This design comes from an exercise in tuning for small area on the open sky130 flow, not from production work. At most, simulation tests tie the RTL to the original design; equivalence was not proved. For runs 5 and 8, only the layout was checked, not whether the RTL still works. Power and IR drop assume default switching activity.

### run.sh
#!/bin/bash
# synth_recipe.tcl (not shown) runs the flow's synth.tcl, then flattens the netlist and writes it again
# the make line also repeats each setting of config.mk as NAME=value (left out here)
make -C /OpenROAD-flow-scripts/flow DESIGN_CONFIG=/design/flow/config.mk WORK_HOME=/design/flow/orfs CLKGATE_MAP_FILE= SYNTH_SCRIPT=/design/flow/synth_recipe.tcl finish
### config.mk
export PLATFORM = sky130hd
export DESIGN_NAME = dcache_top
export DESIGN_NICKNAME = dcache_top
export VERILOG_FILES = /design/flow/design.v
export SDC_FILE = /design/flow/constraint.sdc
export NUM_CORES = 4
export LEC_CHECK = 0
export CAP_MARGIN = 20
export CORE_MARGIN = 2
export CORE_UTILIZATION = 40
export PLACE_DENSITY = 0.6
export SLEW_MARGIN = 20
### constraint.sdc
create_clock -name core_clock -period 8.0 [get_ports {clk}]
set_input_delay 1.6000 -clock core_clock [delete_from_list [all_inputs] [get_ports {clk}]]
set_output_delay 1.6000 -clock core_clock [all_outputs]
set_load 0.01 [all_outputs]
### design.v
`timescale 1ns/1ns
module dcache_top (
    input  logic        clk,
    input  logic        resetn,
    input  logic [1:0]  req_op,
    input  logic [31:0] req_addr,
    input  logic [31:0] req_wdata,
    input  logic [3:0]  req_strb,
    output logic        stall,
    output logic [31:0] rdata,
    output logic [31:0] ar_addr,
    output logic        ar_valid,
    input  logic        ar_ready,
    input  logic [31:0] r_data,
    input  logic        r_valid,
    input  logic        r_last,
    output logic [31:0] aw_addr,
    output logic        aw_valid,
    input  logic        aw_ready,
    output logic [31:0] w_data,
    output logic        w_valid,
    output logic        w_last,
    input  logic        b_valid
);
    localparam logic [2:0] st_idle = 3'd0;   
    localparam logic [2:0] st_aw   = 3'd1;   
    localparam logic [2:0] st_w    = 3'd2;   
    localparam logic [2:0] st_b    = 3'd3;   
    localparam logic [2:0] st_ar   = 3'd4;   
    localparam logic [2:0] st_r    = 3'd5;   
    localparam logic [2:0] st_fill = 3'd6;   
    logic [2:0]    state;
    logic [5:0]    dcnt;
    logic [1:0]    bcnt;
    logic [2047:0] dring;
    logic [415:0]  tring;
    logic [127:0]  fbuf;
    logic [31:0] head;
    logic [23:0] htag;
    logic        hdirty;
    logic        hvalid;
    logic [3:0]  idx;
    logic        line_here;
    logic        tag_hit;
    logic        done;
    logic        wr_now;
    logic        miss_now;
    logic        beat_slot;
    logic        drain;
    logic        fill_now;
    logic [31:0] head_in;
    logic [25:0] thead_in;
    logic [31:0] fb_in;
    logic        fb_en;
    assign head   = dring[31:0];
    assign htag   = tring[23:0];
    assign hdirty = tring[24];
    assign hvalid = tring[25];
    assign idx    = req_addr[7:4];
    assign line_here = (dcnt[3:0] == idx);
    assign tag_hit   = hvalid && (htag == req_addr[31:8]);
    assign done      = (state == st_idle) && line_here && (dcnt[5:4] == req_addr[3:2]) && tag_hit;
    assign wr_now    = done && req_op[1];
    assign miss_now  = (state == st_idle) && (req_op != 2'd0) && line_here && !tag_hit;
    assign beat_slot = line_here && (dcnt[5:4] == bcnt);
    assign drain     = (state == st_fill) && beat_slot;
    assign fill_now  = drain && (bcnt == 2'd3);
    assign stall = !done;
    assign rdata = head;
    assign ar_addr  = {req_addr[31:4], 4'd0};
    assign ar_valid = (state == st_ar);
    assign aw_addr  = {fbuf[127:104], idx, 4'd0};
    assign aw_valid = (state == st_aw);
    assign w_data   = head;
    assign w_valid  = (state == st_w) && beat_slot;
    assign w_last   = (bcnt == 2'd3);
    always_comb begin
        for (int b = 0; b < 4; b++) begin
            if (drain) begin
                head_in[8 * b +: 8] = fbuf[8 * b +: 8];
            end else if (wr_now && req_strb[b]) begin
                head_in[8 * b +: 8] = req_wdata[8 * b +: 8];
            end else begin
                head_in[8 * b +: 8] = head[8 * b +: 8];
            end
        end
    end
    assign thead_in = {hvalid || fill_now,
                       fill_now ? 1'b0 : (hdirty || wr_now),
                       fill_now ? req_addr[31:8] : htag};
    always_ff @(posedge clk) begin
        dring <= {head_in, dring[2047:32]};
        tring <= {thead_in, tring[415:26]};
        if (!resetn) begin
            for (int i = 0; i < 16; i++) begin
                tring[26 * i + 25] <= 1'b0;
            end
        end
    end
    assign fb_en = (state == st_idle) || r_valid || drain;
    assign fb_in = {(state == st_idle) ? htag : r_data[31:8], r_data[7:0]};
    always_ff @(posedge clk) begin
        if (fb_en) begin
            fbuf <= {fb_in, fbuf[127:32]};
        end
    end
    always_ff @(posedge clk) begin
        if (!resetn) begin
            state <= st_idle;
            dcnt  <= '0;
            bcnt  <= '0;
        end else begin
            dcnt <= dcnt + 1'b1;
            if (w_valid || drain) begin
                bcnt <= bcnt + 1'b1;
            end
            case (state)
                st_idle: if (miss_now) state <= (hvalid && hdirty) ? st_aw : st_ar;
                st_aw:   if (aw_ready) state <= st_w;
                st_w:    if (beat_slot && bcnt == 2'd3) state <= st_b;
                st_b:    if (b_valid) state <= st_ar;
                st_ar:   if (ar_ready) state <= st_r;
                st_r:    if (r_valid && r_last) state <= st_fill;
                st_fill: if (fill_now) state <= st_idle;
                default: state <= st_idle;
            endcase
        end
    end
endmodule
==> out/results.tsv, run 1 <==
stage	metric	value	unit
cts	root_buffer	clkbuf_16	
synthesis	yosys.area.top_type	dfxtp_1	
timing	slew_headroom	0.391	
floorplan	io_pins	242	
route	wl_met3	5840	um
critical_path	endpoint_kind	primary output	
critical_path	crit_fanout	3	
synthesis	synth_area	56900	um2
critical_path	cp.arrival	4.73	ns
timing	timing.final.crit_period	6.33	ns
cts	post_cts_resized	0	
synthesis	yosys_warnings	1	
synthesis	synth_edf_count	128	
cts	cts.sinks	2603	
final_layout	drive_above_1_share	0.122	
route	avgRoutedWirePerCell	13.8	um
cts	cts_buffers	223	
critical_path	required	6.40	ns
route	wl_met1	38600	um
critical_path	critPathLaunchType	primary input	
cts	postCtsHoldBufs	0	
cts	cts_tree	yes	
run_status	status	finished clean	
critical_path	path_class	primary input to primary output	
route	top_layer	met5	
placement	io_buffers	231	
timing	whs	0.310	ns
timing	fin_skew	0.0252	ns
timing	rsz0062_at_grt	false	
synthesis	yosys-top-cells-area	dfxtp_1 87%, edfxtp_1 6.7%, buf_4 1.8%	
cts	path_clk_slew	0.06	ns
cts	cts_buffer_depth	3	
synthesis	ys_seq_elements	2603	
final_layout	finalNetCount	3525	
floorplan	fp.dieW	381	um
floorplan	die_area	145000	um2
global_route	grt_pass1_wl	117000	um
pwr	power.leakage	27.2	nW
timing	setup_violations	0	
floorplan	initial_core_util	0.403	
synthesis	netlist_instances	3107	
synthesis	yosysTopAreaCellShare	0.870	
cts	h-tree-depth	4	
global_route	gr-total-overflow	0	
placement	dp_hpwl	45300	um
pwr	ir_drop	199	uV
flow_run	max_cap_viol_count	0	
timing	worst_pin_slew	0.914	ns
final_layout	nFillCells	11736	
timing	hold_viol_final	0	
route	num_vias	21275	
final_layout	mostFrequentLayoutCell	dfxtp_1	
synthesis	seq_area_frac_synth	0.938	
final_layout	area_delta_synth_final	20.6	%
timing	maxSlewViolCount	0	
route	drt-initial-drc-count	931	
global_route	grt_pass1_vias	21072	
cts	cts_setup_buffers	0	
floorplan	die_y	381	um
timing	fmax	158	MHz
floorplan	num_rows	138	
global_route	antenna_found_initial	26	
global_route	grt_max_degree	77	
global_route	grtUsageTotal	0.105	
critical_path	r2r_setup_slack	4.26	ns
cts	insertion_delay	0.79	ns
min_path	hold_path.class	flop to flop	
timing	tns	0	ns
route	drc	0	
synthesis	synthFlopType	dfxtp_1	
route	drt_first_pass_iters	5	
route	viasPerCell	3.87	
route	antenna_left	0	
floorplan	coreArea	141000	um2
placement	place.gp.congestion	0.728	
timing	fin_crit_sh	0.791	
synthesis	synthDistinctLibCells	38	
final_layout	mostFrequentLayoutCells	2475 x dfxtp_1, 234 x clkbuf_16, 230 x clkdlybuf4s50_1	
route	drt_wl_total	75700	um
pwr	powerDensity	370	nW/um2
synthesis	async_flop_share	0	
synthesis	syn_avg_cell_area	18.3	um2
route	wl_met2	29100	um
-- worst max-delay path, stage by stage --
cell and delay [ns]:
clkdlybuf4s50_1 0.51, xnor2_1 0.50, nand4_1 0.44, or4_2 0.75
inv_2 0.08, nand2_1 0.13, clkdlybuf4s50_1 0.69
-- stage by stage --
step	util	instance area (um2)	power, mW	std cells	worst slack (ns)
after floorplan	-	57000	14.1	3114	2.06
after global routing	0.486	68700	26.3	5499	1.56
after global placement	0.428	60600	14.4	5079	1.47
final	0.486	68700	25.4	5502	1.67
after detailed placement	0.428	60600	14.4	5079	1.46
after CTS	0.486	68700	25.7	5498	1.46
-- metal layers --
metal / GRT usage / vias up
li1: - / 10497
met2: 0.139 / 481
met5: 0 / -
met3: 0.0402 / 201
met4: 0.0436 / 32
met1: 0.152 / 10064
-- logic make-up (layout without fill, tap and decap cells) --
kind of cell	count (synthesis)	in the layout	share of synthesized area
flops	2603	2603	0.938
buf+inv	171	665	0.0207
simple gates	128	128	0.0123
compound gates	114	114	0.0132
mux	51	51	0.0100
xor+xnor	37	37	0.00569
fa+ha+maj	2	2	0.000439
other cells	1	12	0.0000659
-- synth_stat cells, drive strengths merged (2+ instances only) --
library cell and n:
buf 141, inv 4, or3 3, o41ai 33
nand4 6, a31oi 35, and2 23, dfxtp 2475
mux2 49, a21oi 39, o21ai 2, mux2i 2
nand3 3, nor2b 5, xor2 5, nand2 11
ha 2, nor2 37, xnor2 32, edfxtp 128
clkbuf 25, or4 2, nor3 4, and3 33
-- sequential cells by signal (all words and copies together), names as in the netlist --
register	count
fbuf	128
bcnt	2
dcnt	6
tring	416
state	3
dring	2048
-- final cells by class --
type / count / area, um2 / area share
Inverter: 5 / 18.8 / 0.000273
Timing Repair Buffer: 241 / 2390 / 0.0349
Tap cell: 1890 / 2360 / 0.0344
Clock buffer: 333 / 6750 / 0.0982
Multi-Input combinational cell: 340 / 2420 / 0.0352
Sequential cell: 2603 / 53400 / 0.777
Antenna cell: 4 / 10.0 / 0.000146
Clock inverter: 86 / 1340 / 0.0195
-- power by group --
| part | leakage, nW | total, mW | internal [mW] | switching [mW] |
|---|---|---|---|---|
| combinational | 1.87 | 0.522 | 0.227 | 0.296 |
| clock | 3.98 | 11.3 | 6.82 | 4.47 |
| sequential | 21.3 | 13.6 | 13.5 | 0.107 |
| total | 27.2 | 25.4 | 20.5 | 4.88 |
-- final timing paths --
path / to / start / cells after the start
worst min register to register: dring[115] / dring[147] / 0
worst max-delay path: stall / req_addr[28] / 7
worst min-delay path: dring[115] / dring[147] / 0
worst max register to register: fbuf[24] / dcnt[3] / 7
==> run 2: changes to the inputs <==
--- a/config.mk
+++ b/config.mk
@@ -10,2 +10,4 @@
 export CORE_UTILIZATION = 40
+export CTS_BUF_LIST = sky130_fd_sc_hd__clkbuf_8
+export CTS_CLUSTER_SIZE = 16
 export PLACE_DENSITY = 0.6
==> out/results.tsv, run 2 <==
stage	metric	value	unit	change
cts	insertion_delay	0.95	ns	+0.16 ns
timing	timing.final.crit_period	6.26	ns	-0.0733 ns
final_layout	mostFrequentLayoutCell	dfxtp_1		
timing	fin_skew	0.0582	ns	+0.0330 ns
synthesis	synth_common_cells	2475 x dfxtp_1, 133 x buf_4, 128 x edfxtp_1		
synthesis	ys_seq_elements	2603		unchanged
critical_path	critPathLaunchType	primary input		
synthesis	netlist_instances	3107		unchanged
min_path	hold_path.class	flop to flop		
cts	cts_buffer_depth	4		+1
floorplan	io_pins	242		unchanged
min_path	hp-start	tring[293]		
critical_path	r2r_cells	7		unchanged
global_route	antenna_found_initial	23		-12%
global_route	grt_max_degree	77		unchanged
critical_path	worst_r2r_endpoint	fbuf[126]		
synthesis	yosys.area.top_type	dfxtp_1		
critical_path	path_class	primary input to primary output		
cts	cts_tree	yes		
route	drt_wl_total	77400	um	+2.2%
route	viasPerCell	3.84		-0.66%
final_layout	regMostFlops	dring		
route	num_vias	22072		+3.7%
timing	rsz0062_at_grt	false		
synthesis	yosysMostFrequentCell	dfxtp_1		
synthesis	yosysTopAreaCellShare	0.870		unchanged
synthesis	yosys-top-cells-area	dfxtp_1 87%, edfxtp_1 6.7%, buf_4 1.8%		
cts	postCtsHoldBufs	0		unchanged
floorplan	initial_core_util	0.403		unchanged
timing	fin_ws	1.74	ns	+0.0733 ns
timing	fmax	160	MHz	+1.2%
timing	slew_headroom	0.372		-0.0189
pwr	power.leakage	27.6	nW	+1.5%
global_route	grtUsageTotal	0.108		+0.00269
final_layout	top_regs	dring: 2048 flops, tring: 416 flops, fbuf: 128 flops		
cts	cts.sinks	2603		unchanged
cts	h-tree-depth	5		+1
timing	worst_pin_slew	0.939	ns	+0.0250 ns
synthesis	synth_area	56900	um2	unchanged
synthesis	synth_edf_count	128		unchanged
route	drt-initial-drc-count	779		-16%
critical_path	crit_fanout	3		unchanged
timing	hold_viol_final	0		unchanged
synthesis	syn_avg_cell_area	18.3	um2	unchanged
min_path	holdPathStages	0		unchanged
synthesis	async_flop_share	0		unchanged
route	drc	0		unchanged
pwr	ir_drop	199	uV	+0.11%
global_route	grt_pass1_wl	120000	um	+2.9%
route	drt_first_pass_iters	5		unchanged
flow_run	max_cap_viol_count	0		unchanged
synthesis	synthFlopType	dfxtp_1		
route	antenna_left	0		unchanged
floorplan	fp.dieW	381	um	unchanged
global_route	gr-total-overflow	0		unchanged
global_route	grt_pass1_vias	22412		+6.4%
placement	place.gp.congestion	0.728		unchanged
critical_path	r2r_start	dcnt[0]		
synthesis	seq_area_frac_synth	0.938		unchanged
final_layout	area_delta_synth_final	19.5	%	
min_path	min_to	tring[267]		
cts	post_cts_resized	0		unchanged
timing	maxSlewViolCount	0		unchanged
synthesis	synthDistinctLibCells	38		unchanged
placement	io_buffers	231		unchanged
final_layout	finalNetCount	3679		+4.4%
placement	dp_hpwl	45300	um	unchanged
final_layout	nFillCells	11909		+1.5%
floorplan	die_y	381	um	unchanged
critical_path	startpoint	req_addr[28]		
cts	cts_buffers	377		+69%
route	avgRoutedWirePerCell	13.5	um	-2.2%
final_layout	largest_reg_flops	2048		unchanged
floorplan	die_area	145000	um2	unchanged
floorplan	coreArea	141000	um2	unchanged
final_layout	drive_above_1_share	0.150		+0.0275
pwr	powerDensity	353	nW/um2	-4.5%
cts	root_buffer	clkbuf_8		
cts	path_clk_slew	0.06	ns	about the same
cts	cts_setup_buffers	0		unchanged
critical_path	required	6.40	ns	about the same
timing	tns	0	ns	unchanged
critical_path	r2r_setup_slack	4.29	ns	+0.03 ns
placement	dp_slack	1.46	ns	unchanged
critical_path	endpoint_kind	primary output		
final_layout	mostFrequentLayoutCells	2475 x dfxtp_1, 470 x clkbuf_8, 230 x clkdlybuf4s50_1		
timing	setup_violations	0		unchanged
timing	fin_crit_sh	0.782		-0.00916
run_status	status	finished clean		
critical_path	cp.arrival	4.66	ns	-0.07 ns
floorplan	num_rows	138		unchanged
synthesis	yosys_warnings	1		unchanged
[run 2: cell counts after synthesis]
No cell type changed its count.
[run 2: per-layer routing]
metal	vias to the layer above	track usage	wire length, um
met4	28	0.0597	2510
met5	-	0	174
met3	247	0.0458	6040
met2	573	0.140	29900
met1	10354	0.149	38700
li1	10870	-	-
[run 2: where the power goes]
part | switching (mW) | internal [mW] | total (mW)
Clock | 4.43 | 5.49 | 9.93
Combinational | 0.296 | 0.227 | 0.522
Sequential | 0.107 | 13.5 | 13.6
[run 2: logic make-up after synthesis]
logic type / after synthesis / synth area share
and+or+nand+nor: 128 / 0.0123
xor gates and xnor gates: 37 / 0.00569
muxes: 51 / 0.0100
buffers and inverters: 171 / 0.0207
other: 1 / 0.0000659
adders and majority gates: 2 / 0.000439
DFF: 2603 / 0.938
AOI/OAI and AO/OA: 114 / 0.0132
[run 2: layout make-up]
cell class / count / area, um2 / area share
diodes: 9 / 22.5 / 0.000331
clock inverters: 188 / 966 / 0.0142
well taps: 1890 / 2360 / 0.0348
repair buffers: 241 / 2390 / 0.0352
clock buffers: 470 / 6470 / 0.0951
multi-input cells: 340 / 2420 / 0.0355
inverters: 5 / 18.8 / 0.000276
flip-flops and latches: 2603 / 53400 / 0.785
[run 2: stage by stage]
step                      instances  utilization  total power [mW]  hold slack [ns]  instance area, um2
after floorplan                3114            -              14.1            0.310               57000
after global placement         5079        0.428              14.4            0.309               60600
after detailed placement       5079        0.428              14.4            0.312               60600
after CTS                      5737        0.481              24.4            0.265               68000
after global routing           5740        0.481              25.1            0.269               68000
final                          5746        0.481              24.0            0.277               68000
[run 2: how the worst max path moves through the flow]
stage / endpoint / slack (ns)
6_report: stall / 1.74
5_1_grt: stall / 1.56
4_1_cts: stall / 1.46
3_5_place_dp: stall / 1.46
3_3_place_gp: stall / 1.47
2_1_floorplan: fbuf[0] / 2.06
[run 2: worst max-delay path, cell delays in order]
cell             delay, ns
clkdlybuf4s50_1       0.51
xnor2_1               0.48
nand4_1               0.42
or4_2                 0.75
inv_2                 0.08
nand2_1               0.12
clkdlybuf4s50_1       0.68
==> run 3: changes to the inputs <==
--- a/config.mk
+++ b/config.mk
@@ -11,3 +11,4 @@
 export CTS_BUF_LIST = sky130_fd_sc_hd__clkbuf_8
-export CTS_CLUSTER_SIZE = 16
+export CTS_CLUSTER_DIAMETER = 60
+export CTS_CLUSTER_SIZE = 20
 export PLACE_DENSITY = 0.6
==> out/results.tsv, run 3 <==
stage	metric	value	unit	change
critical_path	path_class	primary input to primary output		
synthesis	seq_area_frac_synth	0.938		unchanged
route	drt_wl_total	73500	um	-4.9%
global_route	grt_max_degree	77		unchanged
final_layout	drive_above_1_share	0.0755		-0.0742
route	avgRoutedWirePerCell	13.9	um	+3.0%
final_layout	area_delta_synth_final	11.2	%	
final_layout	finalNetCount	3456		-6.1%
synthesis	netlist_instances	3107		unchanged
timing	slew_headroom	0.360		-0.0123
flow_run	max_cap_viol_count	0		unchanged
run_status	status	finished clean		
timing	fmax	157	MHz	-2.0%
placement	dp_hpwl	45300	um	unchanged
synthesis	synth_common_cells	2475 x dfxtp_1, 133 x buf_4, 128 x edfxtp_1		
route	num_vias	20557		-6.9%
floorplan	io_pins	242		unchanged
floorplan	die_y	381	um	unchanged
final_layout	nFillCells	12135		+1.9%
global_route	grt_most_used_layer	met1		
floorplan	num_rows	138		unchanged
global_route	antenna_found_initial	32		+39%
floorplan	die_area	145000	um2	unchanged
synthesis	synthFlopType	dfxtp_1		
final_layout	top_regs	dring: 2048 flops, tring: 416 flops, fbuf: 128 flops		
critical_path	startpoint	req_addr[28]		
global_route	grt_use_met1	0.147		-0.00205
global_route	gr-total-overflow	0		unchanged
critical_path	r2r_cells	7		unchanged
route	drt_first_pass_iters	5		unchanged
synthesis	yosys.area.top_type	dfxtp_1		
route	drc	0		unchanged
global_route	grtUsageTotal	0.102		-0.00620
synthesis	yosysMostFrequentCell	dfxtp_1		
final_layout	regMostFlops	dring		
critical_path	cp.arrival	4.79	ns	+0.13 ns
critical_path	crit_fanout	3		unchanged
timing	fin_crit_sh	0.798		+0.0163
critical_path	worst_r2r_endpoint	fbuf[55]		
cts	cts_buffers	154		-59%
cts	cts_buffer_depth	3		-1
synthesis	yosys_warnings	1		unchanged
timing	setup_violations	0		unchanged
cts	root_buffer	clkbuf_8		
synthesis	syn_avg_cell_area	18.3	um2	unchanged
synthesis	synth_edf_count	128		unchanged
min_path	hold_path.class	flop to flop		
synthesis	synthDistinctLibCells	38		unchanged
pwr	ir_drop	121	uV	-39%
cts	h-tree-depth	4		-1
final_layout	mostFrequentLayoutCell	dfxtp_1		
final_layout	regArea	53400	um2	unchanged
synthesis	yosysTopAreaCellShare	0.870		unchanged
cts	post_cts_resized	0		unchanged
global_route	met3_usage	0.0407		-0.00509
floorplan	coreArea	141000	um2	unchanged
final_layout	mostFrequentLayoutCells	2475 x dfxtp_1, 230 x clkdlybuf4s50_1, 161 x clkbuf_8		
placement	place.gp.congestion	0.728		unchanged
critical_path	critPathLaunchType	primary input		
min_path	holdPathStages	0		unchanged
timing	worst_pin_slew	0.957	ns	+0.0184 ns
critical_path	required	6.40	ns	about the same
cts	path_clk_slew	0.11	ns	+0.05 ns
final_layout	multiInputGateArea	2420	um2	unchanged
global_route	grt_pass1_vias	19903		-11%
cts	insertion_delay	0.86	ns	-0.09 ns
critical_path	r2r_start	dcnt[0]		
global_route	gr-usage-met2	0.133		-0.00726
min_path	hp-start	dring[1381]		
timing	tns	0	ns	unchanged
route	viasPerCell	3.88		+0.88%
timing	fin_skew	0.0397	ns	-0.0185 ns
global_route	grt_pass1_wl	112000	um	-6.9%
route	drt-initial-drc-count	943		+21%
synthesis	ys_seq_elements	2603		unchanged
pwr	total_power	19.8	mW	-18%
floorplan	fp.dieW	381	um	unchanged
timing	maxSlewViolCount	0		unchanged
pwr	power.leakage	24.7	nW	-11%
timing	rsz0062_at_grt	false		
timing	hold_viol_final	0		unchanged
synthesis	yosys-top-cells-area	dfxtp_1 87%, edfxtp_1 6.7%, buf_4 1.8%		
min_path	min_to	dring[1349]		
route	antenna_left	0		unchanged
cts	cts.sinks	2603		unchanged
cts	cts_tree	yes		
timing	timing.final.crit_period	6.39	ns	+0.131 ns
critical_path	r2r_setup_slack	4.19	ns	-0.10 ns
cts	postCtsHoldBufs	0		unchanged
critical_path	endpoint_kind	primary output		
floorplan	initial_core_util	0.403		unchanged
final_layout	largest_reg_flops	2048		unchanged
synthesis	async_flop_share	0		unchanged
synthesis	synth_area	56900	um2	unchanged
cts	cts_setup_buffers	0		unchanged
pwr	powerDensity	312	nW/um2	-12%
placement	io_buffers	231		unchanged
[run 3: cell counts after synthesis]
No cell type changed its count.
[run 3: layer usage]
metal	part of all wire	wire, um
met2	0.37	27600
met5	0.0023	170
met1	0.51	37400
met3	0.088	6500
met4	0.027	1980
[run 3: critical path, cell delays in order]
cell and delay, ns:
clkdlybuf4s50_1 0.52, xnor2_1 0.54, nand4_1 0.45, or4_2 0.75, inv_2 0.08, nand2_1 0.14, clkdlybuf4s50_1 0.69
[run 3: worst max-delay path by stage]
stage               endpoint  slack [ns]
detailed placement     stall        1.46
global route           stall        1.56
global placement       stall        1.47
CTS                    stall        1.46
finish                 stall        1.61
floorplan            fbuf[0]        2.06
[run 3: cell families after synthesis]
kind of cell,Yosys count,share of synthesized area
simple gates,128,0.0123
fa+ha+maj,2,0.000439
compound gates,114,0.0132
flops,2603,0.938
mux,51,0.0100
other cells,1,0.0000659
xor+xnor,37,0.00569
buf+inv,171,0.0207
[run 3: cell type report]
type,count,share of cell area
diodes,12,0.000474
clock buffers,161,0.0350
clock inverters,53,0.00755
inverters,5,0.000296
multi-input cells,340,0.0382
flip-flops and latches,2603,0.843
well taps,1890,0.0374
repair buffers,241,0.0378
[run 3: stage by stage]
| stage | area, um2 | utilization | hold WS [ns] | std cells | setup WS [ns] |
|---|---|---|---|---|---|
| detailed placement | 60600 | 0.428 | 0.312 | 5079 | 1.46 |
| CTS | 63300 | 0.447 | 0.306 | 5293 | 1.46 |
| finish | 63300 | 0.448 | 0.310 | 5305 | 1.61 |
| global route | 63300 | 0.448 | 0.314 | 5296 | 1.56 |
| global placement | 60600 | 0.428 | 0.309 | 5079 | 1.47 |
| floorplan | 57000 | - | 0.310 | 3114 | 2.06 |
[run 3: power breakdown]
| part | total, mW | switching (mW) | internal (mW) |
|---|---|---|---|
| Clock | 5.69 | 3.61 | 2.08 |
| Sequential | 13.6 | 0.107 | 13.4 |
| Combinational | 0.526 | 0.299 | 0.227 |
| Total | 19.8 | 4.02 | 15.8 |
==> run 4: changes to the inputs <==
==> flow/run.sh (new file) <==
#!/bin/bash
# Standard ORFS layout (the standard.sh, unchanged synthesis), with two
# changes: the clock tree is built from clkbuf_8 without CTS dummy loads, and
# port buffers use buf_1. Each tool's output is logged under orfs/logs; the
# make output goes to flow_make.log in this folder.
set -euo pipefail
export CTS_ARGS="-sink_clustering_enable -repair_clock_nets -buf_list sky130_fd_sc_hd__clkbuf_8 -sink_clustering_size 20 -sink_clustering_max_diameter 60 -dont_use_dummy_load"
export BUFFER_PORTS_ARGS="-buffer_cell sky130_fd_sc_hd__buf_1"
bash standard.sh finish > flow_make.log 2>&1
==> standard.sh (new file) <==
#!/bin/bash
# synth_recipe.tcl (not shown) runs the flow's synth.tcl, then flattens the netlist and writes it again
# the make line also repeats each setting of config.mk as NAME=value (left out here)
make -C /OpenROAD-flow-scripts/flow DESIGN_CONFIG=/design/flow/config.mk WORK_HOME=/design/flow/orfs CLKGATE_MAP_FILE= SYNTH_SCRIPT=/design/flow/synth_recipe.tcl "${@:-finish}"
removed: run.sh
==> out/results.tsv, run 4 <==
stage	metric	value	unit	change
route	antenna_left	0		unchanged
critical_path	critPathLaunchType	primary input		
critical_path	path_cells	buf_1 > xnor2_1 > nand4_1 > or4_2 > nor2_4 > nand2_1 > buf_1		
synthesis	yosys_warnings	1		unchanged
global_route	grtUsageTotal	0.101		-0.000389
critical_path	cp_common_cell	buf_1		
final_layout	drive_above_1_share	0.0676		-0.00796
cts	insertion_delay	0.87	ns	about the same
timing	hold_viol_final	0		unchanged
pwr	total_power	19.2	mW	-2.8%
pwr	powerDensity	313	nW/um2	+0.35%
cts	post_cts_resized	0		unchanged
route	avgRoutedWirePerCell	14.0	um	+1.2%
global_route	grt_max_degree	52		-32%
cts	cts_buffers	156		+1.3%
synthesis	netlist_instances	3107		unchanged
critical_path	crit_fanout	34		+31
critical_path	required	6.40	ns	about the same
cts	postCtsHoldBufs	0		unchanged
global_route	gr-total-overflow	0		unchanged
final_layout	top_regs	dring: 2048 flops, tring: 416 flops, fbuf: 128 flops		
route	drc	0		unchanged
floorplan	fp.dieW	381	um	unchanged
cts	cts_buffer_depth	3		unchanged
timing	maxSlewViolCount	0		unchanged
route	num_vias	20513		-0.21%
final_layout	mostFrequentLayoutCell	dfxtp_1		
min_path	hold_path.class	flop to flop		
route	drt_wl_total	73500	um	about the same
timing	whs	0.251	ns	-0.0594 ns
critical_path	path_class	primary input to primary output		
timing	setup_violations	0		unchanged
timing	fin_crit_sh	0.761		-0.0378
floorplan	die_area	145000	um2	unchanged
final_layout	mostFrequentLayoutCells	2475 x dfxtp_1, 230 x buf_1, 156 x clkbuf_8		
cts	cts_setup_buffers	0		unchanged
cts	h-tree-depth	4		unchanged
synthesis	synth_area	56900	um2	unchanged
global_route	grt_pass1_vias	19509		-2.0%
synthesis	yosys-top-cells-area	dfxtp_1 87%, edfxtp_1 6.7%, buf_4 1.8%		
floorplan	coreArea	141000	um2	unchanged
final_layout	regMostFlops	dring		
run_status	status	finished clean		
placement	dp_hpwl	45700	um	+0.88%
floorplan	num_rows	138		unchanged
synthesis	synth_edf_count	128		unchanged
global_route	grt_pass1_wl	111000	um	-0.86%
timing	rsz0062_at_grt	false		
synthesis	ys_seq_elements	2603		unchanged
flow_run	max_cap_viol_count	0		unchanged
timing	timing.final.crit_period	6.08	ns	-0.302 ns
synthesis	yosysTopAreaCellShare	0.870		unchanged
synthesis	async_flop_share	0		unchanged
route	drt-initial-drc-count	1049		+11%
synthesis	yosys.area.top_type	dfxtp_1		
critical_path	cp.arrival	4.48	ns	-0.31 ns
cts	cts_tree	yes		
floorplan	io_pins	242		unchanged
global_route	antenna_found_initial	36		+13%
critical_path	slowest_delay	1.08	ns	+0.33 ns
critical_path	cp_slowest_cell	or4_2		
floorplan	die_y	381	um	unchanged
placement	place.gp.congestion	0.732		+0.56%
pwr	power.leakage	23.8	nW	-3.8%
final_layout	finalNetCount	3458		+0.058%
final_layout	nFillCells	12372		+2.0%
synthesis	syn_avg_cell_area	18.3	um2	unchanged
timing	slew_headroom	0.349		-0.0104
cts	path_clk_slew	0.11	ns	about the same
synthesis	seq_area_frac_synth	0.938		unchanged
pwr	ir_drop	164	uV	+35%
synthesis	synthDistinctLibCells	38		unchanged
floorplan	initial_core_util	0.403		unchanged
route	viasPerCell	3.91		+0.97%
route	drt_first_pass_iters	5		unchanged
synthesis	synthFlopType	dfxtp_1		
final_layout	area_delta_synth_final	7.65	%	
timing	tns	0	ns	unchanged
cts	root_buffer	clkbuf_8		
critical_path	endpoint_kind	primary output		
timing	fmax	164	MHz	+5.0%
placement	io_buffers	231		unchanged
timing	worst_pin_slew	0.976	ns	+0.0189 ns
timing	fin_skew	0.0766	ns	+0.0369 ns
synthesis	yosysMostFrequentCell	dfxtp_1		
synthesis	synth_common_cells	2475 x dfxtp_1, 133 x buf_4, 128 x edfxtp_1		
cts	cts.sinks	2603		unchanged
final_layout	largest_reg_flops	2048		unchanged
run 4: cell types whose count changed in the layout (fill, tap and decap cells not counted), moves of 2 or more:
cell and change:
buf_1 +230, clkdlybuf4s50_1 -230, clkinv_8 -3, bufinv_16 -6, clkinvlp_4 -6, inv_12 -2
inv_8 -2, inv_6 -2, diode_2 -4, inv_1 -27, clkinv_2 -3, clkbuf_8 -5
run 4: cell families (layout without fill, tap and decap cells):
logic type | after synthesis | count (layout) | share of synthesized area
buffers and inverters | 171 | 402 | 0.0207
AND/OR/NAND/NOR | 128 | 128 | 0.0123
AO/OA/AOI/OAI | 114 | 114 | 0.0132
multiplexers | 51 | 51 | 0.0100
XOR/XNOR | 37 | 37 | 0.00569
other | 1 | 16 | 0.0000659
flip-flops | 2603 | 2603 | 0.938
adder cells (fa/ha/maj) | 2 | 2 | 0.000439
run 4: worst max-delay path: cells and delay by family:
| family | cells | cell delay, ns |
|---|---|---|
| xor gates and xnor gates | 1 | 0.59 |
| and+or+nand+nor | 4 | 1.92 |
| buffers and inverters | 2 | 0.33 |
run 4: where the power goes:
part / leakage, nW / total [mW] / switching (mW) / internal (mW)
Combinational: 1.28 / 0.431 / 0.300 / 0.131
Clock: 1.12 / 5.22 / 3.46 / 1.76
Sequential: 21.3 / 13.6 / 0.114 / 13.4
run 4: final timing paths:
path | slack [ns] | end | from | cells past startpoint
worst min-delay path | 0.25 | dring[411] | dring[443] | 0
worst min register to register | 0.25 | dring[411] | dring[443] | 0
worst max-delay path | 1.92 | stall | req_addr[29] | 7
worst max register to register | 4.19 | fbuf[104] | dcnt[2] | 7
run 4: area by class of cell:
type / count / area, um2 / share of cell area
antenna: 8 / 20.0 / 0.000327
clock buffer: 156 / 2150 / 0.0350
inverter: 5 / 18.8 / 0.000306
multi-input combinational: 340 / 2420 / 0.0395
sequential: 2603 / 53400 / 0.871
tap: 1890 / 2360 / 0.0386
timing repair buffer: 241 / 943 / 0.0154
run 4: layer usage:
layer | track usage | vias to the layer above | part of all wire
li1 | - | 10137 | -
met1 | 0.149 | 9655 | 0.52
met2 | 0.133 | 500 | 0.37
met3 | 0.0379 | 189 | 0.079
met4 | 0.0392 | 32 | 0.027
met5 | 0 | - | 0.0027
run 4: per-stage QoR:
stage | instance area (um2) | util | std cells | setup slack, ns
detailed placement | 59100 | 0.418 | 5079 | 1.54
global placement | 59100 | 0.418 | 5079 | 1.56
floorplan | 57000 | - | 3114 | 2.06
global route | 61300 | 0.433 | 5238 | 1.64
finish | 61300 | 0.434 | 5243 | 1.92
CTS | 61300 | 0.433 | 5235 | 1.54
==> run 5: changes to the inputs <==
--- a/design.v
+++ b/design.v
@@ -42,4 +42,8 @@
     logic [3:0]  idx;
-    logic        line_here;
-    logic        tag_hit;
+    logic [5:0]  dcnt_nx;
+    logic        nx_line;
+    logic        nx_tag_ok;
+    logic        nx_check;
+    logic        hit_q;
+    logic        miss_q;
     logic        done;
@@ -59,8 +63,14 @@
     assign idx    = req_addr[7:4];
-    assign line_here = (dcnt[3:0] == idx);
-    assign tag_hit   = hvalid && (htag == req_addr[31:8]);
-    assign done      = (state == st_idle) && line_here && (dcnt[5:4] == req_addr[3:2]) && tag_hit;
+    assign dcnt_nx   = dcnt + 1'b1;
+    assign nx_line   = (dcnt_nx[3:0] == idx);
+    assign nx_tag_ok = tring[51] && (tring[49:26] == req_addr[31:8]);
+    assign nx_check  = resetn && (state == st_idle) && (req_op != 2'd0) && !done && nx_line;
+    always_ff @(posedge clk) begin
+        hit_q  <= nx_check && nx_tag_ok && (dcnt_nx[5:4] == req_addr[3:2]);
+        miss_q <= nx_check && !nx_tag_ok;
+    end
+    assign done      = (state == st_idle) && hit_q;
     assign wr_now    = done && req_op[1];
-    assign miss_now  = (state == st_idle) && (req_op != 2'd0) && line_here && !tag_hit;
-    assign beat_slot = line_here && (dcnt[5:4] == bcnt);
+    assign miss_now  = (state == st_idle) && miss_q;
+    assign beat_slot = (dcnt == {bcnt, idx});
     assign drain     = (state == st_fill) && beat_slot;
@@ -112,3 +122,3 @@
         end else begin
-            dcnt <= dcnt + 1'b1;
+            dcnt <= dcnt_nx;
             if (w_valid || drain) begin
--- a/flow/run.sh
+++ b/flow/run.sh
@@ -6,3 +6,3 @@
 set -euo pipefail
-export CTS_ARGS="-sink_clustering_enable -repair_clock_nets -buf_list sky130_fd_sc_hd__clkbuf_8 -sink_clustering_size 20 -sink_clustering_max_diameter 60 -dont_use_dummy_load"
+export CTS_ARGS="-sink_clustering_enable -repair_clock_nets -buf_list sky130_fd_sc_hd__clkbuf_16 -sink_clustering_size 36 -sink_clustering_max_diameter 70 -dont_use_dummy_load"
 export BUFFER_PORTS_ARGS="-buffer_cell sky130_fd_sc_hd__buf_1"
--- a/config.mk
+++ b/config.mk
@@ -10,5 +10,5 @@
 export CORE_UTILIZATION = 40
-export CTS_BUF_LIST = sky130_fd_sc_hd__clkbuf_8
-export CTS_CLUSTER_DIAMETER = 60
-export CTS_CLUSTER_SIZE = 20
+export CTS_BUF_LIST = sky130_fd_sc_hd__clkbuf_16
+export CTS_CLUSTER_DIAMETER = 70
+export CTS_CLUSTER_SIZE = 36
 export PLACE_DENSITY = 0.6
==> out/results.tsv, run 5 <==
stage	metric	value	unit	change
cts	cts_buffers	115		-26%
global_route	grtUsageTotal	0.0932		-0.00800
placement	place.gp.congestion	0.707		-3.5%
timing	tns	0	ns	unchanged
cts	cts.sinks	2605		+0.077%
timing	slew_headroom	0.288		-0.0607
synthesis	synth-compound-area-share	0.00448		-0.00874
global_route	grt_pass1_vias	18333		-6.0%
route	avgRoutedWirePerCell	13.2	um	-6.2%
synthesis	synth_top_family_by_area	buffers and inverters		
synthesis	synth_common_cells	2477 x dfxtp_1, 129 x buf_4, 128 x edfxtp_1		
placement	io_buffers	231		unchanged
run_status	status	finished clean		
pwr	total_power	19.9	mW	+3.8%
final_layout	regMostFlops	dring		
floorplan	coreArea	141000	um2	-0.24%
global_route	gr-total-overflow	0		unchanged
critical_path	critPathLaunchType	primary input		
timing	timing.final.crit_period	5.00	ns	-1.09 ns
synthesis	synth_fa_ha_area_frac	0.000442		+0.00000243
critical_path	required	6.40	ns	about the same
floorplan	fp.dieW	380	um	-0.27%
floorplan	num_rows	138		unchanged
synthesis	yosys_warnings	1		unchanged
critical_path	cp.arrival	3.40	ns	-1.08 ns
pwr	powerDensity	323	nW/um2	+3.1%
pwr	power.leakage	24.3	nW	+2.3%
final_layout	largest_reg_flops	2048		unchanged
timing	rsz0062_at_grt	false		
synthesis	yosys-top-cells-area	dfxtp_1 88%, edfxtp_1 6.8%, buf_4 1.7%		
timing	hold_viol_final	0		unchanged
placement	dp_hpwl	40100	um	-12%
cts	path_clk_slew	0.10	ns	about the same
synthesis	synthDistinctLibCells	43		+13%
timing	fin_crit_sh	0.625		-0.136
floorplan	die_area	145000	um2	-0.54%
timing	maxSlewViolCount	0		unchanged
final_layout	drive_above_1_share	0.0540		-0.0135
global_route	grt_max_degree	67		+29%
final_layout	mostFrequentLayoutCells	2477 x dfxtp_1, 231 x buf_1, 128 x edfxtp_1		
synthesis	ys_seq_elements	2605		+0.077%
route	antenna_left	0		unchanged
synthesis	synth_xor_area_frac	0.00619		+0.000495
route	drc	0		unchanged
min_path	hold_path.class	flop to flop		
synthesis	synth_area	56600	um2	-0.55%
synthesis	yosys.area.top_type	dfxtp_1		
synthesis	yosysMostFrequentCell	dfxtp_1		
route	num_vias	19222		-6.3%
synthesis	yosysTopAreaCellShare	0.876		+0.00551
cts	h-tree-depth	3		-1
timing	worst_pin_slew	1.06	ns	+0.0877 ns
flow_run	max_cap_viol_count	0		unchanged
cts	cts_buffer_depth	3		unchanged
timing	setup_violations	0		unchanged
route	drt_wl_total	67500	um	-8.2%
synthesis	netlist_instances	3029		-2.5%
synthesis	seq_area_frac_synth	0.943		+0.00589
global_route	grt_pass1_wl	103000	um	-6.8%
timing	fin_skew	0.113	ns	+0.0363 ns
cts	postCtsHoldBufs	0		unchanged
synthesis	muxShareOfSynthArea	0.0169		+0.00688
timing	fmax	200	MHz	+22%
cts	post_cts_resized	0		unchanged
critical_path	endpoint_kind	primary output		
synthesis	synth_edf_count	128		unchanged
synthesis	synthSimpleGateAreaFrac	0.00959		-0.00274
final_layout	top_regs	dring: 2048 flops, tring: 416 flops, fbuf: 128 flops		
critical_path	path_class	primary input to primary output		
synthesis	synthFlopType	dfxtp_1		
synthesis	syn_avg_cell_area	18.7	um2	+2.0%
floorplan	die_y	380	um	-0.27%
final_layout	finalNetCount	3351		-3.1%
final_layout	mostFrequentLayoutCell	dfxtp_1		
route	drt-initial-drc-count	784		-25%
critical_path	crit_fanout	4		-88%
floorplan	initial_core_util	0.401		-0.00123
global_route	antenna_found_initial	11		-69%
pwr	ir_drop	165	uV	+0.50%
cts	insertion_delay	0.76	ns	-0.11 ns
route	viasPerCell	3.75		-4.2%
cts	cts_tree	yes		
cts	root_buffer	clkbuf_16		
synthesis	async_flop_share	0		unchanged
route	drt_first_pass_iters	4		-1
floorplan	io_pins	242		unchanged
final_layout	area_delta_synth_final	9.06	%	
cts	cts_setup_buffers	0		unchanged
## run 5: final timing paths
check	depth (start not counted)	slack, ns	startpoint	endpoint
setup reg to reg	4	4.32	state[2]	fbuf[48]
hold reg to reg	0	0.23	dring[837]	dring[805]
setup / recovery	6	3.00	req_addr[5]	w_valid
hold / removal	0	0.23	dring[837]	dring[805]
## run 5: report_power, final
part	total [mW]	internal, mW	switching, mW
registers	13.5	13.4	0.111
clock network	6.10	2.56	3.54
logic	0.336	0.107	0.229
total	19.9	16.1	3.88
## run 5: area by class of cell
cell class / count / area, um2
fillers: 12264 / 79300
flip-flops and latches: 2605 / 53400
clock buffers: 115 / 2880
well taps: 1890 / 2360
multi-input cells: 281 / 2180
repair buffers: 234 / 890
inverters: 3 / 11.3
diodes: 3 / 7.51
## run 5: logic make-up after synthesis
logic type      after synthesis
compound gates               46
xor+xnor                     40
fa+ha+maj                     2
buf+inv                     150
flops                      2605
mux                          83
other cells                   1
simple gates                102
## run 5: per-layer routing
metal | GRT usage | wire length (um)
met4 | 0.0341 | 2260
met5 | 0 | 16
met3 | 0.0260 | 3610
met1 | 0.142 | 36600
met2 | 0.125 | 25100
## run 5: per-stage QoR
step / instance area, um2 / setup WS (ns) / util / hold slack, ns / std cells
2_1_floorplan: 56700 / 2.24 / - / 0.310 / 3036
6_report: 61800 / 3.00 / 0.438 / 0.234 / 5131
3_5_place_dp: 58900 / 2.97 / 0.417 / 0.312 / 5013
5_1_grt: 61800 / 2.87 / 0.438 / 0.226 / 5128
4_1_cts: 61800 / 2.97 / 0.438 / 0.226 / 5128
3_3_place_gp: 58900 / 2.99 / 0.417 / 0.310 / 5013
## run 5: critical path, cell delays in order
cell     delay, ns
buf_1         0.13
xor2_1        0.19
nor4_2        0.37
and3_1        0.36
nor2b_1       0.16
buf_1         0.57
==> run 6: changes to the inputs <==
--- a/design.v
+++ b/design.v
@@ -46,2 +46,3 @@
     logic        nx_check;
+    logic        swept;
     logic        hit_q;
@@ -66,3 +67,3 @@
     assign nx_tag_ok = tring[51] && (tring[49:26] == req_addr[31:8]);
-    assign nx_check  = resetn && (state == st_idle) && (req_op != 2'd0) && !done && nx_line;
+    assign nx_check  = swept && (req_op != 2'd0) && nx_line;
     always_ff @(posedge clk) begin
@@ -97,3 +98,3 @@
     end
-    assign thead_in = {hvalid || fill_now,
+    assign thead_in = {swept && (hvalid || fill_now),
                        fill_now ? 1'b0 : (hdirty || wr_now),
@@ -103,7 +104,2 @@
         tring <= {thead_in, tring[415:26]};
-        if (!resetn) begin
-            for (int i = 0; i < 16; i++) begin
-                tring[26 * i + 25] <= 1'b0;
-            end
-        end
     end
@@ -119,2 +115,3 @@
             state <= st_idle;
+            swept <= 1'b0;
             dcnt  <= '0;
@@ -123,2 +120,5 @@
             dcnt <= dcnt_nx;
+            if (&dcnt[3:0]) begin
+                swept <= 1'b1;
+            end
             if (w_valid || drain) begin
--- a/flow/run.sh
+++ b/flow/run.sh
@@ -6,3 +6,3 @@
 set -euo pipefail
-export CTS_ARGS="-sink_clustering_enable -repair_clock_nets -buf_list sky130_fd_sc_hd__clkbuf_16 -sink_clustering_size 36 -sink_clustering_max_diameter 70 -dont_use_dummy_load"
+export CTS_ARGS="-sink_clustering_enable -repair_clock_nets -buf_list sky130_fd_sc_hd__clkbuf_8 -sink_clustering_size 20 -sink_clustering_max_diameter 60 -dont_use_dummy_load"
 export BUFFER_PORTS_ARGS="-buffer_cell sky130_fd_sc_hd__buf_1"
--- a/config.mk
+++ b/config.mk
@@ -9,7 +9,7 @@
 export CORE_MARGIN = 2
-export CORE_UTILIZATION = 40
-export CTS_BUF_LIST = sky130_fd_sc_hd__clkbuf_16
-export CTS_CLUSTER_DIAMETER = 70
-export CTS_CLUSTER_SIZE = 36
-export PLACE_DENSITY = 0.6
+export CORE_UTILIZATION = 65
+export CTS_BUF_LIST = sky130_fd_sc_hd__clkbuf_8
+export CTS_CLUSTER_DIAMETER = 60
+export CTS_CLUSTER_SIZE = 20
+export PLACE_DENSITY = 0.8
 export SLEW_MARGIN = 20
==> out/results.tsv, run 6 <==
stage	metric	value	unit	change
global_route	antenna_found_initial	9		-2
cts	post_cts_resized	0		unchanged
cts	h-tree-depth	4		+1
global_route	met3_usage	0.0385		+0.0125
synthesis	synth_edf_count	128		unchanged
pwr	ir_drop	178	uV	+7.8%
floorplan	fp.dieW	299	um	-21%
synthesis	async_flop_share	0		unchanged
route	avgRoutedWirePerCell	15.5	um	+18%
route	antenna_left	0		unchanged
timing	setup_violations	0		unchanged
final_layout	mostFrequentLayoutCells	2478 x dfxtp_1, 231 x buf_1, 150 x clkbuf_8		
cts	cts_buffers	150		+30%
synthesis	synthFlopType	dfxtp_1		
pwr	swShare	0.197		+0.00272
synthesis	syn_avg_cell_area	18.8	um2	+0.42%
global_route	gr-total-overflow	0		unchanged
cts	postCtsHoldBufs	0		unchanged
critical_path	cp.arrival	3.48	ns	+0.08 ns
pwr	power_frac_comb	0.018		about the same
cts	cts_tree	yes		
critical_path	path_cells	buf_1 > xnor2_1 > and4b_1 > and3_1 > nor2b_1 > buf_1		
synthesis	yosysTopAreaCellShare	0.877		+0.00105
timing	hold_viol_final	0		unchanged
final_layout	drive_above_1_share	0.0641		+0.0101
timing	fin_skew	0.0929	ns	-0.0200 ns
synthesis	seq_area_frac_synth	0.945		+0.00110
floorplan	coreArea	86500	um2	-39%
critical_path	cp_slowest_cell	nor2b_1		
synthesis	yosysMostFrequentCell	dfxtp_1		
synthesis	synth_common_cells	2478 x dfxtp_1, 129 x buf_4, 128 x edfxtp_1		
synthesis	yosys-top-cells-area	dfxtp_1 88%, edfxtp_1 6.8%, buf_4 1.7%		
route	drt_wl_total	68400	um	+1.3%
placement	io_buffers	231		unchanged
pwr	total_power	19.1	mW	-4.5%
timing	maxSlewViolCount	0		unchanged
final_layout	area_delta_synth_final	5.96	%	
floorplan	io_pins	242		unchanged
route	drt_first_pass_iters	4		unchanged
cts	insertion_delay	0.82	ns	+0.06 ns
floorplan	die_y	299	um	-21%
synthesis	netlist_instances	3014		-0.50%
global_route	gr-usage-met2	0.221		+0.0958
global_route	grt_pass1_vias	19348		+5.5%
timing	worst_pin_slew	1.01	ns	-0.0513 ns
placement	dp_hpwl	42200	um	+5.3%
final_layout	finalNetCount	3372		+0.63%
critical_path	cp_common_cell	buf_1		
min_path	hold_path.class	flop to flop		
route	viasPerCell	4.38		+17%
floorplan	die_area	89400	um2	-38%
timing	fmax	197	MHz	-1.7%
global_route	grt_use_met1	0.235		+0.0935
synthesis	yosys.area.top_type	dfxtp_1		
final_layout	mostFrequentLayoutCell	dfxtp_1		
flow_run	max_cap_viol_count	0		unchanged
final_layout	top_regs	dring: 2048 flops, tring: 416 flops, fbuf: 128 flops		
critical_path	critPathLaunchType	primary input		
cts	root_buffer	clkbuf_8		
timing	tns	0	ns	unchanged
critical_path	required	6.40	ns	about the same
critical_path	crit_buf_inv	2		unchanged
run_status	status	finished clean		
cts	path_clk_slew	0.10	ns	about the same
critical_path	path_class	primary input to primary output		
floorplan	initial_core_util	0.654		+0.253
synthesis	synthDistinctLibCells	40		-7.0%
final_layout	nFillCells	5434		-56%
critical_path	slowest_delay	0.70	ns	+0.13 ns
global_route	grtUsageTotal	0.155		+0.0619
timing	slew_headroom	0.320		+0.0313
pwr	powerDensity	318	nW/um2	-1.6%
global_route	grt_pass1_wl	105000	um	+1.4%
placement	place.gp.congestion	0.760		+7.6%
global_route	grt_max_degree	69		+3.0%
critical_path	endpoint_kind	primary output		
timing	timing.final.crit_period	5.08	ns	+0.0865 ns
final_layout	largest_reg_flops	2048		unchanged
final_layout	regArea	53500	um2	about the same
timing	fin_crit_sh	0.636		+0.0108
pwr	p_clk_frac	0.267		-0.039
pwr	p_seq_frac	0.715		+0.038
route	num_vias	19343		+0.63%
route	drt-initial-drc-count	902		+15%
cts	cts_setup_buffers	0		unchanged
cts	cts.sinks	2606		+0.038%
pwr	p_int	15.3	mW	-4.8%
synthesis	yosys_warnings	1		unchanged
pwr	p_sw	3.76	mW	-3.2%
global_route	grt_most_used_layer	met1		
timing	rsz0062_at_grt	false		
final_layout	multiInputGateArea	2080	um2	-4.5%
route	drc	0		unchanged
cts	cts_buffer_depth	3		unchanged
final_layout	regMostFlops	dring		
critical_path	crit_fanout	4		unchanged
pwr	power.leakage	23.9	nW	-1.6%
critical_path	crit_family	simple AND/OR/NAND/NOR gates		
floorplan	num_rows	108		-22%
synthesis	synth_area	56600	um2	about the same
synthesis	ys_seq_elements	2606		+0.038%
-- run 6: cell count changes in the layout (fill, tap and decap cells not counted), moves of 3 or more --
cell	before	now
diode_2	3	6
clkbuf_16	115	0
xor2_1	22	18
clkbuf_8	0	150
and2_1	20	4
xnor2_1	18	22
-- run 6: cell families (layout without fill, tap and decap cells) --
family                   count (synthesis)  after routing  synth area share
adder cells (fa/ha/maj)                  2              2          0.000442
AO/OA/AOI/OAI                           47             47           0.00467
buffers and inverters                  150            388            0.0193
other                                    1             14         0.0000663
flip-flops                            2606           2606             0.945
XOR/XNOR                                40             40           0.00619
multiplexers                            85             85            0.0173
AND/OR/NAND/NOR                         83             83           0.00754
-- run 6: per-layer routing --
metal | vias up | share of wire
li1 | 9721 | -
met1 | 9135 | 0.52
met2 | 349 | 0.41
met3 | 134 | 0.054
met4 | 4 | 0.023
met5 | - | 0.00041
-- run 6: path summary, 6_finish.rpt --
check,end,from,depth (start not counted),slack [ns]
max,w_valid,req_addr[7],6,2.92
min,dring[1720],dring[1752],0,0.26
max reg2reg,fbuf[30],state[2],5,4.25
min reg2reg,dring[1720],dring[1752],0,0.26
-- run 6: worst reg2reg max path, stage by stage (launching register included) --
cell and delay [ns]:
dfxtp_1 0.51, nor3_4 0.84, buf_4 0.41, nor2_1 0.12, nand2_4 0.58, buf_4 0.85
-- run 6: through the flow --
step | instance area, um2 | setup slack [ns] | instances | hold WS, ns | util
after floorplan | 56600 | 2.17 | 3021 | 0.310 | -
after global placement | 57900 | 2.95 | 4264 | 0.310 | 0.669
after detailed placement | 57900 | 2.95 | 4264 | 0.312 | 0.669
after CTS | 59900 | 2.95 | 4414 | 0.253 | 0.693
after global routing | 60000 | 2.83 | 4415 | 0.250 | 0.693
final | 60000 | 2.92 | 4420 | 0.256 | 0.693
-- run 6: final cells by class --
type,count,area share
inverters,4,0.000250
repair buffers,234,0.0148
clock buffers,150,0.0344
multi-input cells,265,0.0347
diodes,6,0.000250
flip-flops and latches,2606,0.891
well taps,1155,0.0241
-- run 6: power by group through the flow --
| stage | Sequential [mW] | Clock, mW | Combinational, mW |
|---|---|---|---|
| finish | 13.6 | 5.09 | 0.342 |
| CTS | 13.6 | 5.29 | 0.351 |
| floorplan | 13.9 | 0 | 0.297 |
| detailed placement | 13.9 | 0 | 0.348 |
| global placement | 13.9 | 0 | 0.343 |
| global route | 13.7 | 5.72 | 0.370 |
==> run 7: changes to the inputs <==
--- a/config.mk
+++ b/config.mk
@@ -9,3 +9,3 @@
 export CORE_MARGIN = 2
-export CORE_UTILIZATION = 65
+export CORE_UTILIZATION = 75
 export CTS_BUF_LIST = sky130_fd_sc_hd__clkbuf_8
@@ -13,3 +13,3 @@
 export CTS_CLUSTER_SIZE = 20
-export PLACE_DENSITY = 0.8
+export PLACE_DENSITY = 0.9
 export SLEW_MARGIN = 20
==> out/results.tsv, run 7 <==
stage	metric	value	unit	change
run_status	status	finished clean		
placement	place_inst	4078		-4.4%
route	antenna_left	0		unchanged
route	drt_first_pass_iters	5		+1
cts	path_clk_slew	0.11	ns	about the same
synthesis	seq_area_frac_synth	0.945		unchanged
placement	place.gp.congestion	0.877		+15%
final_layout	area_delta_synth_final	5.48	%	
synthesis	yosysMostFrequentCell	dfxtp_1		
synthesis	yosys.area.top_type	dfxtp_1		
route	drt-initial-drc-count	913		+1.2%
placement	io_buffers	231		unchanged
final_layout	nFillCells	3369		-38%
timing	fin_ws	3.09	ns	+0.178 ns
placement	dp_hpwl	46600	um	+11%
final_layout	regArea	53500	um2	unchanged
synthesis	syn_avg_cell_area	18.8	um2	unchanged
cts	cts_buffer_depth	3		unchanged
global_route	grtUsageTotal	0.197		+0.0415
cts	cts.sinks	2606		unchanged
pwr	powerDensity	319	nW/um2	+0.35%
timing	fin_skew	0.0665	ns	-0.0264 ns
pwr	total_power	19.0	mW	-0.10%
global_route	antenna_found_initial	3		-6
synthesis	synth_common_cells	2478 x dfxtp_1, 129 x buf_4, 128 x edfxtp_1		
synthesis	ys_seq_elements	2606		unchanged
synthesis	async_flop_share	0		unchanged
final_layout	fin_util	0.800		+0.107
critical_path	path_class	primary input to primary output		
global_route	grt_pass1_vias	20653		+6.7%
floorplan	fp.dieW	279	um	-6.8%
cts	cts_buffers	148		-1.3%
placement	dp_slack	2.81	ns	-0.143 ns
synthesis	synth_area	56600	um2	unchanged
floorplan	io_pins	242		unchanged
global_route	grt_pass1_wl	116000	um	+10%
critical_path	endpoint_kind	primary output		
synthesis	yosysTopAreaCellShare	0.877		unchanged
synthesis	synthFlopType	dfxtp_1		
global_route	grt_max_degree	68		-1.4%
floorplan	die_area	77700	um2	-13%
final_layout	stdcell_area	59700	um2	-0.45%
final_layout	top_regs	dring: 2048 flops, tring: 416 flops, fbuf: 128 flops		
cts	post_cts_resized	0		unchanged
timing	tns	0	ns	unchanged
min_path	hold_path.class	flop to flop		
route	drc	0		unchanged
critical_path	required	6.40	ns	about the same
timing	setup_violations	0		unchanged
placement	place_area	57700	um2	-0.40%
final_layout	finalNetCount	3370		-0.059%
floorplan	num_rows	100		-7.4%
pwr	power.leakage	23.9	nW	about the same
cts	cts_setup_buffers	0		unchanged
timing	hold_viol_final	0		unchanged
synthesis	yosys-top-cells-area	dfxtp_1 88%, edfxtp_1 6.8%, buf_4 1.7%		
timing	worst_pin_slew	0.993	ns	-0.0195 ns
critical_path	critPathLaunchType	primary input		
synthesis	synthDistinctLibCells	40		unchanged
cts	h-tree-depth	4		unchanged
timing	whs	0.282	ns	+0.0260 ns
flow_run	max_cap_viol_count	0		unchanged
cts	cts_tree	yes		
synthesis	synth_edf_count	128		unchanged
synthesis	netlist_instances	3014		unchanged
final_layout	final_cells	4227		-4.4%
final_layout	mostFrequentLayoutCell	dfxtp_1		
route	viasPerCell	4.62		+5.6%
cts	postCtsHoldBufs	0		unchanged
pwr	ir_drop	180	uV	+1.3%
critical_path	cp.arrival	3.31	ns	-0.17 ns
final_layout	mostFrequentLayoutCells	2478 x dfxtp_1, 231 x buf_1, 148 x clkbuf_8		
synthesis	yosys_warnings	1		unchanged
timing	fin_crit_sh	0.613		-0.0222
critical_path	r2r_setup_slack	4.45	ns	+0.20 ns
route	avgRoutedWirePerCell	17.5	um	+13%
final_layout	multiInputGateArea	2080	um2	unchanged
final_layout	largest_reg_flops	2048		unchanged
route	drt_wl_total	74100	um	+8.3%
timing	maxSlewViolCount	0		unchanged
floorplan	die_y	279	um	-6.8%
global_route	gr-total-overflow	0		unchanged
cts	insertion_delay	0.80	ns	-0.02 ns
cts	root_buffer	clkbuf_8		
timing	fmax	204	MHz	+3.6%
final_layout	regMostFlops	dring		
route	num_vias	19542		+1.0%
timing	slew_headroom	0.338		+0.0182
critical_path	crit_fanout	4		unchanged
floorplan	coreArea	74600	um2	-14%
floorplan	initial_core_util	0.759		+0.105
timing	rsz0062_at_grt	false		
final_layout	drive_above_1_share	0.0636		-0.000575
timing	timing.final.crit_period	4.91	ns	-0.178 ns
[run 7: report_power, final]
part / switching, mW / total, mW / internal, mW
clock: 3.37 / 5.05 / 1.68
sequential: 0.155 / 13.6 / 13.5
combinational: 0.236 / 0.347 / 0.111
total: 3.76 / 19.0 / 15.3
[run 7: layer usage]
layer / global-route usage / part of all wire / up-vias
met5: 0 / 0.00022 / -
met4: 0.0640 / 0.024 / 2
met3: 0.0401 / 0.038 / 124
met2: 0.313 / 0.47 / 386
met1: 0.276 / 0.47 / 9318
li1: - / - / 9712
[run 7: area by class of cell]
type,count,area share
diodes,1,0.0000419
well taps,969,0.0203
repair buffers,234,0.0149
inverters,4,0.000252
multi-input cells,265,0.0349
clock buffers,148,0.0341
flip-flops and latches,2606,0.895
[run 7: worst max-delay path, cell delays in order]
cell     delay [ns]
buf_1          0.52
xnor2_1        0.21
and4b_1        0.28
and3_1         0.32
nor2b_1        0.20
buf_1          0.18
[run 7: cell families after synthesis]
group                    count (synthesis)  share of synthesized area
buffers and inverters                  150                     0.0193
XOR/XNOR                                40                    0.00619
AO/OA/AOI/OAI                           47                    0.00467
multiplexers                            85                     0.0173
other                                    1                  0.0000663
AND/OR/NAND/NOR                         83                    0.00754
flip-flops                            2606                      0.945
adder cells (fa/ha/maj)                  2                   0.000442
[run 7: worst paths after layout]
path	cells past startpoint	startpoint	end
setup / recovery	6	req_addr[4]	w_valid
setup reg to reg	6	dcnt[2]	fbuf[42]
hold / removal	0	dring[609]	dring[577]
hold reg to reg	0	dring[609]	dring[577]
==> run 8: changes to the inputs <==
--- a/design.v
+++ b/design.v
@@ -49,2 +49,3 @@
     logic        miss_q;
+    logic        line_q;
     logic        done;
@@ -71,2 +72,3 @@
         miss_q <= nx_check && !nx_tag_ok;
+        line_q <= nx_line;
     end
@@ -75,3 +77,3 @@
     assign miss_now  = (state == st_idle) && miss_q;
-    assign beat_slot = (dcnt == {bcnt, idx});
+    assign beat_slot = line_q && (dcnt[5:4] == bcnt);   
     assign drain     = (state == st_fill) && beat_slot;
--- a/config.mk
+++ b/config.mk
@@ -9,3 +9,3 @@
 export CORE_MARGIN = 2
-export CORE_UTILIZATION = 75
+export CORE_UTILIZATION = 65
 export CTS_BUF_LIST = sky130_fd_sc_hd__clkbuf_8
@@ -13,3 +13,3 @@
 export CTS_CLUSTER_SIZE = 20
-export PLACE_DENSITY = 0.9
+export PLACE_DENSITY = 0.8
 export SLEW_MARGIN = 20
==> out/results.tsv, run 8 <==
stage	metric	value	unit	change
synthesis	yosysMostFrequentCell	dfxtp_1		
critical_path	r2r_setup_slack	4.17	ns	-0.28 ns
final_layout	mostFrequentLayoutCells	2479 x dfxtp_1, 231 x buf_1, 150 x clkbuf_8		
timing	hold_viol_final	0		unchanged
final_layout	mostFrequentLayoutCell	dfxtp_1		
synthesis	yosysTopAreaCellShare	0.878		+0.00107
global_route	grt_pass1_vias	20073		-2.8%
timing	worst_pin_slew	1.03	ns	+0.0322 ns
global_route	gr-total-overflow	0		unchanged
synthesis	syn_avg_cell_area	18.8	um2	+0.12%
timing	slew_headroom	0.316		-0.0214
global_route	grt_pass1_wl	106000	um	-8.1%
critical_path	r2r_cells	5		-1
cts	path_clk_slew	0.10	ns	about the same
route	drt-initial-drc-count	749		-18%
floorplan	coreArea	86500	um2	+16%
critical_path	path_cells	nand4_1 > nor2_4 > buf_4 > or3_4 > buf_4		
cts	post_cts_resized	0		unchanged
floorplan	num_rows	108		+8.0%
final_layout	regMostFlops	dring		
timing	fin_crit_sh	0.478		-0.135
min_path	hold_path.class	flop to flop		
timing	fin_ws	4.17	ns	+1.08 ns
placement	dp_hpwl	40900	um	-12%
route	avgRoutedWirePerCell	15.2	um	-13%
route	num_vias	19357		-0.95%
critical_path	worst_r2r_endpoint	fbuf[52]		
route	drt_wl_total	67300	um	-9.2%
global_route	antenna_found_initial	10		+7
floorplan	initial_core_util	0.654		-0.105
run_status	status	finished clean		
synthesis	yosys.area.top_type	dfxtp_1		
final_layout	area_delta_synth_final	6.05	%	
synthesis	yosys_warnings	1		unchanged
timing	whs	0.258	ns	-0.0241 ns
cts	insertion_delay	0.82	ns	+0.02 ns
timing	maxSlewViolCount	0		unchanged
pwr	powerDensity	315	nW/um2	-1.1%
cts	cts.sinks	2607		+0.038%
critical_path	cp_common_cell	buf_4		
cts	postCtsHoldBufs	0		unchanged
placement	io_buffers	231		unchanged
flow_run	max_cap_viol_count	0		unchanged
synthesis	yosys-top-cells-area	dfxtp_1 88%, edfxtp_1 6.8%, buf_4 1.7%		
synthesis	synth_area	56500	um2	about the same
floorplan	die_y	299	um	+7.3%
critical_path	path_depth	5		-1
critical_path	r2r_start	state[1]		
critical_path	crit_family	buffers and inverters		
final_layout	largest_reg_flops	2048		unchanged
global_route	grt_max_degree	74		+8.8%
final_layout	top_regs	dring: 2048 flops, tring: 416 flops, fbuf: 128 flops		
placement	dp_slack	4.13	ns	+1.32 ns
pwr	power.leakage	23.9	nW	-0.13%
placement	place.gp.congestion	0.768		-12%
synthesis	synth_common_cells	2479 x dfxtp_1, 129 x buf_4, 128 x edfxtp_1		
critical_path	cp.arrival	4.18	ns	+0.87 ns
route	drt_first_pass_iters	5		unchanged
timing	timing.final.crit_period	3.83	ns	-1.08 ns
cts	cts_tree	yes		
floorplan	io_pins	242		unchanged
floorplan	die_area	89400	um2	+15%
critical_path	startpoint	state[1]		
synthesis	synthDistinctLibCells	42		+5.0%
critical_path	endpoint_kind	flop		
cts	root_buffer	clkbuf_8		
route	antenna_left	0		unchanged
timing	fmax	261	MHz	+28%
cts	cts_buffers	150		+1.4%
critical_path	slowest_delay	0.89	ns	+0.37 ns
cts	h-tree-depth	4		unchanged
timing	rsz0062_at_grt	false		
pwr	total_power	18.9	mW	-0.67%
critical_path	crit_buf_inv	2		unchanged
synthesis	seq_area_frac_synth	0.946		+0.00113
critical_path	critPathLaunchType	flop		
final_layout	drive_above_1_share	0.0632		-0.000346
synthesis	async_flop_share	0		unchanged
cts	cts_setup_buffers	0		unchanged
timing	setup_violations	0		unchanged
synthesis	synth_edf_count	128		unchanged
synthesis	synthFlopType	dfxtp_1		
pwr	ir_drop	186	uV	+3.0%
critical_path	crit_end	fbuf[52]		
timing	tns	0	ns	unchanged
critical_path	crit_fanout	73		+69
critical_path	required	8.36	ns	+1.96 ns
cts	cts_buffer_depth	3		unchanged
timing	fin_skew	0.0832	ns	+0.0167 ns
critical_path	path_class	flop to flop		
global_route	grtUsageTotal	0.155		-0.0418
route	drc	0		unchanged
final_layout	finalNetCount	3372		+0.059%
critical_path	cp_slowest_cell	buf_4		
synthesis	ys_seq_elements	2607		+0.038%
synthesis	netlist_instances	3008		-0.20%
route	viasPerCell	4.38		-5.2%
floorplan	fp.dieW	299	um	+7.3%
[run 8: cell types whose count changed after synthesis, moves of 6 or more]
cell and change:
o21ai_0 +26, nor2b_1 -7, mux2_4 -8, nand2_1 +29, o21ai_1 +6, mux2_1 +8
a21oi_1 -33, nor2_1 -23
[run 8: worst min-delay path by stage]
stage | depth (start not counted) | startpoint | to | slack (ns)
2_1_floorplan | 0 | dring[32] | dring[0] | 0.31
3_3_place_gp | 0 | tring[127] | tring[101] | 0.31
3_5_place_dp | 0 | dring[1346] | dring[1314] | 0.31
4_1_cts | 0 | dring[1452] | dring[1420] | 0.26
5_1_grt | 0 | dring[1016] | dring[984] | 0.27
6_report | 0 | dring[1608] | dring[1576] | 0.26
[run 8: layout make-up]
type / instances / area [um2]
Clock buffer: 150 / 2060
Sequential cell: 2607 / 53500
Inverter: 5 / 18.8
Antenna cell: 4 / 10.0
Timing Repair Buffer: 237 / 912
Fill cell: 5404 / 26500
Multi-Input combinational cell: 260 / 2040
Tap cell: 1155 / 1450
[run 8: metrics by stage]
| stage | instance area, um2 | cells | util |
|---|---|---|---|
| 2_1_floorplan | 56600 | 3015 | - |
| 3_3_place_gp | 57900 | 4264 | 0.669 |
| 3_5_place_dp | 57900 | 4264 | 0.669 |
| 4_1_cts | 60000 | 4414 | 0.693 |
| 5_1_grt | 60000 | 4416 | 0.693 |
| 6_report | 60000 | 4418 | 0.693 |
[run 8: logic make-up (layout without fill, tap and decap cells)]
kind of cell,count (synthesis),after routing,share of synthesized area
compound gates,47,47,0.00474
xor+xnor,37,37,0.00597
fa+ha+maj,2,2,0.000442
buf+inv,148,392,0.0189
flops,2607,2607,0.946
mux,82,82,0.0162
other cells,1,12,0.0000663
simple gates,84,84,0.00792
[run 8: worst reg2reg max path: cells and delay by family, from the launching register on]
kind	cells	cell delay, ns
AND/OR/NAND/NOR	3	1.29
flip-flops	1	0.61
buffers and inverters	2	1.49
[run 8: per-layer routing]
metal	track usage	wire length [um]	part of all wire	up-vias
met2	0.232	29300	0.44	342
li1	-	-	-	9715
met5	0	40	0.00059	-
met4	0.0523	1430	0.021	6
met3	0.0402	3490	0.052	130
met1	0.222	33100	0.49	9164
[run 8: power breakdown]
| part | internal, mW | switching (mW) | total, mW |
|---|---|---|---|
| clock network | 1.70 | 3.40 | 5.10 |
| registers | 13.4 | 0.0964 | 13.5 |
| logic | 0.102 | 0.200 | 0.302 |
| total | 15.2 | 3.69 | 18.9 |

## afterwards: timing with drivers on the ports
The results above use ideal ports. As a check the final layouts listed here were re-extracted and re-timed, cells and wires unchanged.
Step 1 sets driving cells, clkbuf_16 on the clock port and buf_2 on the other inputs (assumed; they add their load-dependent delay and slew).
Step 2, shift: input delay + t, output delay - t, t = (earliest + latest rising clock arrival at the registers) / 2. This alone moves slack from input paths to output paths.
Three values: ideal ports, drivers, drivers and shift; two values: the first two.
run	t, ns	setup slack, ns
run 1	0.847	1.670 / 1.647 / 1.647
run 2	0.985	1.743 / 1.720 / 1.720
run 3	0.920	1.613 / 1.590 / 1.590
run 4	0.886	1.915 / 1.895 / 1.895
run 5	0.766	3.002 / 2.980 / 2.980
run 6	0.847	2.915 / 2.894 / 2.894
run 7	0.836	3.093 / 3.070 / 2.790
run 8	0.840	4.174 / 4.148 / 4.174
After both steps setup and hold are still met in every run listed.
